Source: an optimization exercise on an open RTL-to-GDS flow (aim: small area, a short achievable clock period and few clock cycles). Production flows keep margins and buffers that such runs may drop.
At most, simulation tests tie the RTL to the original design; equivalence was not proved.
Power is estimated from default activity; no workload was simulated.

// euclidean_distance_unit
module euclidean_distance_unit
(
    input  logic                              clk,
    input  logic                              rst_n,
    input  logic                              s_axis_tvalid,
    output logic                              s_axis_tready,
    input  logic [edu_pkg::TDATA_IN_W-1:0]    s_axis_tdata,
    input  logic                              s_axis_tlast,
    output logic                              m_axis_tvalid,
    input  logic                              m_axis_tready,
    output logic [edu_pkg::TDATA_OUT_W-1:0]   m_axis_tdata,
    output logic                              m_axis_tuser
);
    localparam int EW    = edu_pkg::ELEM_W;
    localparam int AW    = edu_pkg::ACC_W;
    localparam int LW    = edu_pkg::LO_W;
    localparam int HW    = edu_pkg::HI_W;
    localparam int RW    = edu_pkg::ROOT_W;
    localparam int MW    = edu_pkg::REM_W;
    localparam int FB    = 4;                    
    localparam int KL    = 0;                    
    localparam int BW    = AW - 2 * FB;          
    localparam int RADW  = BW - 2 * KL;          
    localparam int STEPS = RW - FB - KL;         
    localparam int TW    = LW + 2;               
    logic              rdy_reg;
    logic              accept;
    logic [EW:0]       diff;
    logic [EW:0]       da_reg;
    logic              va_reg, lasta_reg;
    assign accept = s_axis_tvalid && rdy_reg;
    assign diff   = {s_axis_tdata[EW-1], s_axis_tdata[EW-1:0]}
                  - {s_axis_tdata[2*EW-1], s_axis_tdata[2*EW-1:EW]};
    always_ff @(posedge clk)
    begin
        da_reg    <= accept ? diff : '0;
        lasta_reg <= s_axis_tlast;
    end
    logic [TW-1:0]     row_s, row_c;
    logic [TW-1:0]     rsb_reg, rcb_reg;
    logic              vb_reg, lastb_reg;
    edu_sq_tree u_sq
    (
        .d     (da_reg),
        .row_s (row_s),
        .row_c (row_c)
    );
    always_ff @(posedge clk)
    begin
        rsb_reg   <= row_s;
        rcb_reg   <= row_c;
        lastb_reg <= lasta_reg;
    end
    logic [LW-1:0]     lo_reg;
    logic [HW-1:0]     hi_reg;
    logic              cy_reg, ovf_reg;
    logic              first_reg;    
    logic              clr_reg;      
  ...
Size: about 1900 cells after synthesis, ~64 I/O pins, roughly 18000 um^2 of cells after synthesis.
==> flow/config.mk <==
export PLATFORM = sky130hd
export DESIGN_NAME = euclidean_distance_unit
export DESIGN_NICKNAME = euclidean_distance_unit
export VERILOG_FILES = /design/flow/design.v
export SDC_FILE = /design/flow/constraint.sdc
export NUM_CORES = 4
export LEC_CHECK = 0
export ABC_CLOCK_PERIOD_IN_PS = 3400
export CAP_MARGIN = 20
export CORE_MARGIN = 2
export CORE_UTILIZATION = 60
export PLACE_DENSITY = 0.75
export SETUP_SLACK_MARGIN = 4.6
export SLEW_MARGIN = 20
==> flow/constraint.sdc <==
create_clock -name core_clock -period 8.0 [get_ports {clk}]
set_input_delay 1.6000 -clock core_clock [delete_from_list [all_inputs] [get_ports {clk}]]
set_output_delay 1.6000 -clock core_clock [all_outputs]
set_load 0.01 [all_outputs]
run.sh (not shown) runs the stock make flow with config.mk's settings and CLKGATE_MAP_FILE= SYNTH_SCRIPT=/design/flow/synth_recipe.tcl, a recipe that flattens the netlist after the stock synthesis.
Testbench counts at the start, summed over its fixed seeds: cycles 22,995.
Edit:
Settings changed: ABC_CLOCK_PERIOD_IN_PS 3400 to default, CORE_UTILIZATION 60 to 70, PLACE_DENSITY 0.75 to 0.85.
Global-route usage is higher by 6.4 points; via count is higher by a few percent; total power is higher by a few percent; hold slack loses 15 ps; register-to-register slack loses 340 ps; utilization is higher by 10 points; routed wire length is higher by about a fifth; cell area is lower slightly; flip-flop and latch count stays the same; worst setup slack loses 340 ps.
Edit:
Settings changed: CORE_UTILIZATION 70 to 60, PLACE_DENSITY 0.85 to 0.75, TNS_END_PERCENT from default to 10.
Outcome: Area after synthesis stays the same. Clock-buffer cell count rises by 1. Hold slack gets better by 18 ps. Non-clock buffer count drops by 20. Power decreases by 5.7%. Global-route usage decreases by 6.5 points. Utilization is lower by 12 points. Wire length falls by 18%. Sequential power is lower by about 2%. Worst setup slack gains 200 ps. Clock skew climbs by 19 ps.
Edit:
Settings changed: SETUP_SLACK_MARGIN 4.6 to 4.9, TNS_END_PERCENT 10 to default.
Wire length is higher by 12%.
Design area is higher by 5.2%.
Utilization is higher by 3.6 points.
Setup slack is better by 110 ps.
Fmax is higher by about 3.3%.
Non-clock buffer count is higher by 42.
Combinational power is higher by 15%.
Via count is higher by 3.2%.

Another version of the RTL of euclidean_distance_unit (not shown whole).
For scale: roughly 2200 cells after synthesis, roughly 64 I/O pins.
==> flow/config.mk <==
export PLATFORM = sky130hd
export DESIGN_NAME = euclidean_distance_unit
export DESIGN_NICKNAME = euclidean_distance_unit
export VERILOG_FILES = /design/flow/design.v
export SDC_FILE = /design/flow/constraint.sdc
export NUM_CORES = 4
export LEC_CHECK = 0
export CAP_MARGIN = 20
export CORE_MARGIN = 2
export CORE_UTILIZATION = 60
export PLACE_DENSITY = 0.75
export SETUP_SLACK_MARGIN = 5.0
export SLEW_MARGIN = 20
==> flow/constraint.sdc <==
create_clock -name core_clock -period 8.0 [get_ports {clk}]
set_input_delay 1.6000 -clock core_clock [delete_from_list [all_inputs] [get_ports {clk}]]
set_output_delay 1.6000 -clock core_clock [all_outputs]
set_load 0.01 [all_outputs]
Edit:
Settings changed: SETUP_SLACK_MARGIN 5.0 to 4.0.
What happened:
- The changed run completed with no timing, DRC or antenna violations
- hold slack gets better by 4.2 ps
- count of clock-buffer cells in the layout came out lower by 6
- total power came out lower by about 7%
- cell area came out lower by about 8%
- die area stays the same
Edit:
Settings changed: SETUP_SLACK_MARGIN 4.0 to 4.6.
After rerunning: Via count went up by 0.74%; die area is unchanged; power rose by 1.7%; final area rises by 2.1%; critical path depth came out lower by 4; register-to-register slack gets better by 480 ps; global-route usage barely changes; worst setup slack gets better by 630 ps; wire length is higher by 2.3%.
No functional check of the RTL was part of any run of this note.

== v6 ==
euclidean_distance_unit, a different RTL version from the one above (not shown whole).
Size in the first run: roughly 2500 cells after synthesis, about 320 flip-flops, roughly 19000 um^2 of cells after synthesis.
Settings: LEC_CHECK=0, ABC_AREA=1, CAP_MARGIN=20, CORE_MARGIN=2, CORE_UTILIZATION=60, PLACE_DENSITY=0.75, SETUP_SLACK_MARGIN=5.0, SLEW_MARGIN=20; clock period 8.0 ns.
v6 closes out successfully: all stages finished, all timing, DRC and antenna checks passed.
diff inputs: v6 => v7
- swapping 60 for 40 in CORE_UTILIZATION
- clearing ABC_AREA, which used to be 1
- clearing PLACE_DENSITY, which used to be 0.75
### Flow results
Cmp v7 vs v6: netlist area before placement lower in v7. Summary of v7 over v6: area of the core +14000 um^2; routed wire length -5.9%. v6 has a lower non-clock buffer count than v7. v7 against v6: port buffer count ~0 delta; sequential portion of the cell area -0.36 points; final weighted congestion of routability-driven global placement -9.2%.
Function was not checked in any run of this note: the RTL went through the layout flow alone.

euclidean_distance_unit, a different RTL version from the one above (not shown whole).
For scale: roughly 1900 cells after synthesis, about 230 flip-flops.
Settings: LEC_CHECK=0, CAP_MARGIN=20, CORE_MARGIN=2, CORE_UTILIZATION=60, PLACE_DENSITY=0.75, SETUP_SLACK_MARGIN=5.0, SLEW_MARGIN=20; clock period 8.0 ns.
Next try:
- CORE_UTILIZATION: 60 -> 40
- PLACE_DENSITY: 0.75 -> unset
The changed run finished clean. Via count falls by about 3%. Clock-buffer cell count climbs by 1. Final cell count climbs by 8.5%. Flip-flop and latch count does not change. Combinational power rises by about 2%. Clock skew barely changes. Power went up by about 2.5%. Global-route usage goes down by 8.9 points.
Function was not checked in any run of this note: the RTL went through the layout flow alone.

== oak ==
euclidean_distance_unit, a different RTL version from the one above (not shown whole).
For scale: about 1,900 cells after synthesis, roughly 280 flip-flops, about 64 I/O pins, ~18,000 um2 of cells after synthesis.
Settings: LEC_CHECK=0, CAP_MARGIN=20, CORE_MARGIN=2, CORE_UTILIZATION=60, CTS_CLUSTER_DIAMETER=60, CTS_CLUSTER_SIZE=30, PLACE_DENSITY=0.75, SETUP_SLACK_MARGIN=4.7, SLEW_MARGIN=20; clock period 8.0 ns.
standard.sh (not shown) runs the stock make flow with config.mk's settings and CLKGATE_MAP_FILE= SYNTH_SCRIPT=/design/flow/synth_recipe.tcl, a recipe that flattens the netlist after the stock synthesis.
==> flow/flow/run.sh <==
#!/bin/bash
# Layout: the standard flow, with the port buffers made as buf_2
# cells instead of the delay buffers buffer_ports picks by itself.
set -euo pipefail
export BUFFER_PORTS_ARGS="-buffer_cell sky130_fd_sc_hd__buf_2"
bash standard.sh > standard.log 2>&1
Testbench counts of oak, summed over its fixed seeds: cycles 22,995.
For pine, these inputs were changed with respect to oak:
Settings: SETUP_SLACK_MARGIN now 4.85, was 4.7.
[summary]
Delta(sequential portion of the cell area, pine - oak) < 0
The run showing the greater aggregate routed wire length is pine.
Looking at setup slack of the critical path after layout, pine sits 0.047 ns higher than oak does.

== red ==
euclidean_distance_unit with an RTL version that a note above also has.
For scale: about 1,900 cells after synthesis, ~280 flip-flops, about 64 I/O pins, ~0.018 mm2 of cells after synthesis.
Settings: LEC_CHECK=0, CAP_MARGIN=20, CORE_MARGIN=2, CORE_UTILIZATION=60, CTS_CLUSTER_DIAMETER=60, CTS_CLUSTER_SIZE=30, PLACE_DENSITY=0.75, SETUP_SLACK_MARGIN=4.6, SLEW_MARGIN=20; clock period 8.0 ns.
run.sh (not shown) runs the stock make flow with config.mk's settings and CLKGATE_MAP_FILE= SYNTH_SCRIPT=/design/flow/synth_recipe.tcl, a recipe that flattens the netlist after the stock synthesis.
Stock flow here: none of the scripts above is used.
red: done, clean on timing, DRC and antenna
Testbench counts of red, summed over its fixed seeds: cycles 22,995.
[inputs] purple vs red
diff --git a/flow/config.mk b/flow/config.mk
--- a/flow/config.mk
+++ b/flow/config.mk
@@ -9,6 +9,4 @@
 export CORE_MARGIN = 2
 export CORE_UTILIZATION = 60
-export CTS_CLUSTER_DIAMETER = 60
-export CTS_CLUSTER_SIZE = 30
 export PLACE_DENSITY = 0.75
 export SETUP_SLACK_MARGIN = 4.6
## What came out
purple | stages: all done | timing, DRC, antenna: all pass. Compare purple and red | final design instance area without fill lower: red. Diff red -> purple: final-report hold violation count comparable, portion of total power attributed to sequential cells now smaller, post-layout worst setup margin now larger, clock network power share now larger, fraction of area in multi-input gates now smaller. Max wire length across purple and red: red. Between red and purple, the flow reports power increasing slightly. Against red as the reference, purple delivers a higher slew at the pin with the worst max-slew slack. Between purple and red, the difference in worst clock skew is negligible.

==> port drivers added, routing unchanged <==
How much do the figures lean on ideal ports? The routed layouts below were timed once more, with nothing changed but the port constraints.
Step 1 assumes that a clkbuf_16 drives the clock port and a buf_2 every other input.
Step 2 also shifts input and output timing later by t, the mid clock arrival at the registers, as if the neighbouring blocks saw the same clock.
a / b / c = no drivers / after step 1 / after step 2; a / b = the first two.
run	t (ns)	setup slack, ns	worst setup path at the end	pins driven straight from the clock port
the first run of note 1	0.594	4.628 / 4.601 / 4.100	input to register	1
the second run of note 1	0.601	4.291 / 4.291 / 4.042	input to register	1
the third run of note 1	0.593	4.487 / 4.487 / 3.933	input to register	1
the fourth run of note 1	0.599	4.600 / 4.600 / 4.144	input to register	1
the first run of note 2	0.567	4.749 / 4.758 / 4.191	input to register	1
the second run of note 2	0.564	4.077 / 4.102 / 3.538	input to register	1
the third run of note 2	0.564	4.709 / 4.710 / 4.174	input to register	1
v6	0.564	4.633 / 4.635 / 4.071	input to register	1
v7	0.589	4.654 / 4.675 / 4.087	input to register	1
the first run of note 4	0.562	4.578 / 4.578 / 4.232	input to register	1
the second run of note 4	0.598	4.518 / 4.518 / 4.272	input to register	1
oak	0.581	4.787 / 4.787 / 4.329	input to register	1
pine	0.576	4.834 / 4.834 / 4.365	input to register	1
red	0.595	4.606 / 4.603 / 4.073	input to register	1
purple	0.594	4.628 / 4.601 / 4.100	input to register	1
After both steps every run listed still meets setup and hold. The setup slack of v7, which loses most, moves by +0.021 ns with the drivers and by -0.567 ns with both steps.
